What follows belongs to an exercise in optimizing a design on an open flow for small area, a short achievable clock period and few clock cycles; a production flow would make more cautious choices. RTL that was checked went through simulation tests only; none was proved equivalent to the original. Power figures rest on the tool's default switching activity, not on a simulated workload.

## ycbcrBlockTop
module ycbcrBlockTop (
    input  logic        clk,
    input  logic        rst_n,
    input  logic        enable,
    input  logic [63:0] dataRead,
    output logic [10:0] sramRaddr,
    output logic [10:0] sramWaddr,
    output logic [63:0] dataWrite,
    output logic        wen,
    output logic        valid
);
Size in the first run: roughly 2400 cells after synthesis, roughly 0.031 mm² of cells after synthesis.
clock: 5.0 ns
lec_check: 0
cap_margin: 20
core_margin: 2
core_utilization: 60
cts_cluster_diameter: 80
cts_cluster_size: 20
gpl_timing_driven: 0
setup_slack_margin: 2.6
slew_margin: 20
standard.sh (not shown) runs the stock make flow with config.mk's settings and CLKGATE_MAP_FILE= SYNTH_SCRIPT=/design/flow/synth_recipe.tcl, a recipe that flattens the netlist after the stock synthesis.
==> flow/flow/run.sh <==
#!/bin/bash
# Standard layout, with two changes:
# - between synthesis and floorplan, fixinv.py flips full adders to remove
#   the inverter pairs that Yosys's extract_fa leaves between them (logic
#   unchanged, registers untouched);
# - the port buffers that global placement inserts are buf_2 cells.
set -euo pipefail
R=orfs/results/${FLOW_PLATFORM}/ycbcrBlockTop/base
bash standard.sh synth > synth.log 2>&1
cp $R/1_2_yosys.v $R/1_2_yosys.std.v
python3 flow/fixinv.py $R/1_2_yosys.std.v $R/1_2_yosys.v > fixinv.log 2>&1
rm -f $R/1_synth.odb $R/1_synth.sdc
bash standard.sh "BUFFER_PORTS_ARGS=-buffer_cell sky130_fd_sc_hd__buf_2" finish > layout.log 2>&1
Other scripts of this flow, unchanged in this note and not shown: flow/flow/fixinv.py
Testbench counts at the start, summed over its fixed seeds: cycles 2,736.
Change:
Settings changed: GPL_TIMING_DRIVEN 0 to default, SETUP_SLACK_MARGIN 2.6 to 2.3.
What happened:
- utilization is lower by 2.6 points
- final area is lower by about 3.7%
- combinational power is lower by about 6%
- worst setup slack loses 0.032 ns
- clock skew is lower by 0.010 ns
- clock power stays flat
- flip-flop and latch count stays the same
- maximum frequency is lower by 1.2%
- routed wire length is lower by about 8%
- via count is lower by 4.2%
- final cell count is lower by about 3.5%
Change:
Settings changed: ABC_AREA from default to 1, SETUP_SLACK_MARGIN 2.3 to 2.6.
What happened: The changed run finished with timing, DRC and antenna clean. First-iteration DRC count grows by about 22%. Worst setup slack improved by 0.11 ns. Die area goes up by about 9%.
Change:
Settings changed: ABC_AREA 1 to default.
- die area falls by 8.7%
- non-clock buffer count came out lower by 4
- sequential power came out lower by about 0.9%
- critical path depth shrinks by 1
Change:
Settings changed: CORE_UTILIZATION 60 to 70.
Effect: Sequential share of layout area went down by 0.26 points; clock power went up by about 3%; non-clock buffer count is higher by 19; cell area rose by 0.59%; setup slack gets better by 0.019 ns; synthesized area does not change; global-route usage climbs by 4.7 points; first-iteration DRC count came out higher by 15%; register-to-register slack improves by 0.02 ns; final cell count came out lower by 2.3%; wire length goes up by 2.9%.

========
ycbcrBlockTop, a different RTL version from the one above (not shown whole).
Size in the first run: ~3100 cells after synthesis, about 760 flip-flops, ~160 I/O pins.
clock: 5.0 ns
lec_check: 0
cap_margin: 20
core_margin: 2
core_utilization: 40
setup_slack_margin: 1.5
slew_margin: 20
run.sh (not shown) runs the stock make flow with config.mk's settings and CLKGATE_MAP_FILE= SYNTH_SCRIPT=/design/flow/synth_recipe.tcl, a recipe that flattens the netlist after the stock synthesis.
Stock flow here: none of the scripts above is used.
The first run completed with no timing, DRC or antenna violations.
Testbench counts at the start, summed over its fixed seeds: cycles 2,640.
==> next run, changes <==
Settings changed: CTS_BUF_LIST from default to sky130_fd_sc_hd__clkbuf_4 sky130_fd_sc_hd__clkbuf_8, CTS_CLUSTER_SIZE from default to 30, SETUP_SLACK_MARGIN 1.5 to default.
Power went down by 1.4%; final cell count went up by about 0.34%; worst hold slack is better by 0.0060 ns; design area went down by 1.7%.

========
== v6 ==
ycbcrBlockTop, a different RTL version from the one above (not shown whole).
For scale: about 2400 cells after synthesis.
==> flow/config.mk <==
export PLATFORM = sky130hd
export DESIGN_NAME = ycbcrBlockTop
export DESIGN_NICKNAME = ycbcrBlockTop
export VERILOG_FILES = /design/flow/design.v
export SDC_FILE = /design/flow/constraint.sdc
export NUM_CORES = 4
export LEC_CHECK = 0
export ABC_CLOCK_PERIOD_IN_PS = 1800
export CAP_MARGIN = 20
export CORE_MARGIN = 2
export CORE_UTILIZATION = 60
export CTS_CLUSTER_DIAMETER = 80
export CTS_CLUSTER_SIZE = 20
export SETUP_SLACK_MARGIN = 2.9
export SLEW_MARGIN = 20
==> flow/constraint.sdc <==
create_clock -name core_clock -period 5.0 [get_ports {clk}]
set_input_delay 1.0000 -clock core_clock [delete_from_list [all_inputs] [get_ports {clk}]]
set_output_delay 1.0000 -clock core_clock [all_outputs]
set_load 0.01 [all_outputs]
standard.sh (not shown) runs the stock make flow with config.mk's settings and CLKGATE_MAP_FILE= SYNTH_SCRIPT=/design/flow/synth_recipe.tcl, a recipe that flattens the netlist after the stock synthesis.
Scripts as last shown in full above: flow/flow/run.sh
Other scripts of this flow, unchanged in this note and not shown: flow/flow/fixinv.py
For v7, these inputs were changed with respect to v6:
- SETUP_SLACK_MARGIN: 2.9 -> 3.0
- CTS_CLUSTER_DIAMETER: 80 -> unset
- CTS_CLUSTER_SIZE: 20 -> unset
- ABC_CLOCK_PERIOD_IN_PS: 1800 -> unset
[summary]
- v7 | stages: all done | timing, DRC, antenna: all pass
- Of the two values seen for end point of the critical path, dataWrite[60] was produced by v6 and cb1_h2[4] by v7.
- Note that the total length of routed met2 wires recorded for v7 amounts to 1.06 times the value seen in v6.
- v7 — iteration count of the initial detailed-routing pass 3 higher, v6 as reference
- Delta(sequential group share of total power, v7 - v6) < 0
- Re power: v6 and v7 aren't equal, and the lower value belongs to v6.
- Summary of v7 over v6: part of the power in combinational logic lost 4.5 points, clock tree skew after final layout lost 0.011 ns, largest net degree at the start of global routing lost about 17%.
- Diff v6 -> v7 | via count | up by a few percent
- From v6 to v7 the numbers moved as follows: met2 demand-to-capacity share in global routing shows an increase of 3.1 points, non-clock buffer count now sits higher.
- ~same worst hold slack in v6 and v7
No functional check of the RTL was part of any run of this note.

========
ycbcrBlockTop, a different RTL version from the one above (not shown whole).
==> flow/design.v (excerpt) <==
module ycbcrBlockTop (
    input  logic        clk,
    input  logic        rst_n,
    input  logic        enable,
    input  logic [63:0] dataRead,
    output logic [10:0] sramRaddr,
    output logic [10:0] sramWaddr,
    output logic [63:0] dataWrite,
    output logic        wen,
    output logic        valid
);
export LEC_CHECK = 0
export CAP_MARGIN = 20
export CORE_MARGIN = 2
export CORE_UTILIZATION = 60
export CTS_CLUSTER_DIAMETER = 80
export CTS_CLUSTER_SIZE = 20
export SETUP_SLACK_MARGIN = 2.6
export SLEW_MARGIN = 20
create_clock -name core_clock -period 5.0 [get_ports {clk}]
Scripts as last shown in full above: flow/flow/run.sh
Other scripts of this flow, unchanged in this note and not shown: flow/flow/fixinv.py
Testbench counts at the start, summed over its fixed seeds: cycles 2,736.
==> next run, changes <==
- SETUP_SLACK_MARGIN: 2.6 -> 2.45
What happened: The changed run produced a clean layout; worst setup slack is better by 0.012 ns; die area stays the same; wire length rose by 2.5%; power barely changes.

========
ycbcrBlockTop, a different RTL version from the one above (not shown whole).
Size in the first run: roughly 2,400 cells after synthesis, ~160 I/O pins, roughly 31,000 sq um of cells after synthesis.
clock: 5.0 ns
lec_check: 0
cap_margin: 20
core_margin: 2
core_utilization: 60
setup_slack_margin: 2.6
slew_margin: 20
Scripts as last shown in full above: flow/flow/run.sh
Other scripts of this flow, unchanged in this note and not shown: flow/flow/fixinv.py
Testbench counts at the start, summed over its fixed seeds: cycles 2,736.
Rerun with:
==> flow/flow/run.sh (replaced) <==
#!/bin/bash
# Standard layout, with one netlist clean-up between synthesis and floorplan:
# fixinv.py flips full adders to remove the inverter pairs that Yosys's
# extract_fa leaves between them (logic unchanged, registers untouched).
set -euo pipefail
R=orfs/results/${FLOW_PLATFORM}/ycbcrBlockTop/base
bash standard.sh synth > synth.log 2>&1
cp $R/1_2_yosys.v $R/1_2_yosys.std.v
python3 flow/fixinv.py $R/1_2_yosys.std.v $R/1_2_yosys.v > fixinv.log 2>&1
rm -f $R/1_synth.odb $R/1_synth.sdc
bash standard.sh > layout.log 2>&1
CORE_UTILIZATION = 40   (was 60)
Outcome:
- power grows by about 2.6%
- routed wire length grows by 4.6%
- synthesized cell count is unchanged
- core utilization shrinks by 21 points
- sequential cell count stays the same
- cell area grows by 4.3%
- via count stays flat
- hold slack improves by 0.0035 ns
- non-clock buffer count grows by 9
- cell count grows by 11%
- die area grows by 49%
Rerun with:
==> flow/flow/run.sh (replaced) <==
#!/bin/bash
# Standard layout, with two changes:
# - between synthesis and floorplan, fixinv.py flips full adders to remove
#   the inverter pairs that Yosys's extract_fa leaves between them (logic
#   unchanged, registers untouched);
# - the port buffers that global placement inserts are buf_2 cells.
set -euo pipefail
R=orfs/results/${FLOW_PLATFORM}/ycbcrBlockTop/base
bash standard.sh synth > synth.log 2>&1
cp $R/1_2_yosys.v $R/1_2_yosys.std.v
python3 flow/fixinv.py $R/1_2_yosys.std.v $R/1_2_yosys.v > fixinv.log 2>&1
rm -f $R/1_synth.odb $R/1_synth.sdc
bash standard.sh "BUFFER_PORTS_ARGS=-buffer_cell sky130_fd_sc_hd__buf_2" finish > layout.log 2>&1
CORE_UTILIZATION = 60   (was 40)
CTS_CLUSTER_DIAMETER = 80   (was not set)
CTS_CLUSTER_SIZE = 20   (was not set)
Worst setup slack stays flat; final area fell by 8.0%; die area fell by 33%; via count fell by 2.1%; sequential share of layout area rose by 3.7 points; total power fell by 13%; sequential cell count stays the same; clock skew rose by 0.0065 ns; combinational power fell by about 0.9%.
Rerun with:
CORE_UTILIZATION = 40   (was 60)
CTS_CLUSTER_DIAMETER = not set   (was 80)
CTS_CLUSTER_SIZE = not set   (was 20)
SETUP_SLACK_MARGIN = 3.0   (was 2.6)
Outcome:
- first-iteration DRC count went down by 20%
- cell area increases by 13%
- clock skew went up by 0.011 ns
- via count climbs by 3.8%
- clock-buffer cell count went up by 45

[static timing again, ports no longer ideal]
The results above use ideal ports. As a check the final layouts listed here were re-extracted and re-timed, cells and wires unchanged.
Step 1, drivers: a clkbuf_16 drives clk and a buf_2 each remaining input, both assumed.
Step 2 moves the port delays by t, midway between the first and last clock arrival at a register: inputs arrive t later, outputs are due t later. That takes back most of the time a late clock gives input paths.
Slacks: no drivers / after step 1 / after step 2; pairs: no drivers / after step 1.
| run | shift t [ns] | setup WS [ns] | pins driven straight from the clock port |
|---|---|---|---|
| the first run of note 1 | 0.677 | 2.348 / 2.348 / 2.348 | 1 |
| the second run of note 1 | 0.667 | 2.317 / 2.317 / 2.317 | 1 |
| the third run of note 1 | 0.669 | 2.424 / 2.424 / 2.424 | 1 |
| the fourth run of note 1 | 0.666 | 2.390 / 2.390 / 2.390 | 1 |
| the fifth run of note 1 | 0.664 | 2.408 / 2.408 / 2.408 | 1 |
| the first run of note 2 | 0.691 | 1.558 / 1.558 / 0.935 | 1 |
| the second run of note 2 | 0.792 | 0.991 / 0.991 / 0.991 | 1 |
| v6 | 0.653 | 2.378 / 2.378 / 2.378 | 1 |
| v7 | 0.671 | 2.471 / 2.471 / 2.471 | 1 |
| the first run of note 4 | 0.661 | 2.393 / 2.393 / 2.393 | 1 |
| the second run of note 4 | 0.667 | 2.406 / 2.406 / 2.406 | 1 |
| the first run of note 5 | 0.678 | 2.396 / 2.396 / 2.396 | 1 |
| the second run of note 5 | 0.686 | 2.390 / 2.390 / 2.301 | 1 |
| the third run of note 5 | 0.666 | 2.390 / 2.390 / 2.390 | 1 |
| the fourth run of note 5 | 0.695 | 2.419 / 2.419 / 2.419 | 1 |
After both steps setup and hold are still met in every run listed. The setup slack of the first run of note 2, which loses most, moves by 0.000 ns with the drivers and by -0.623 ns with both steps.
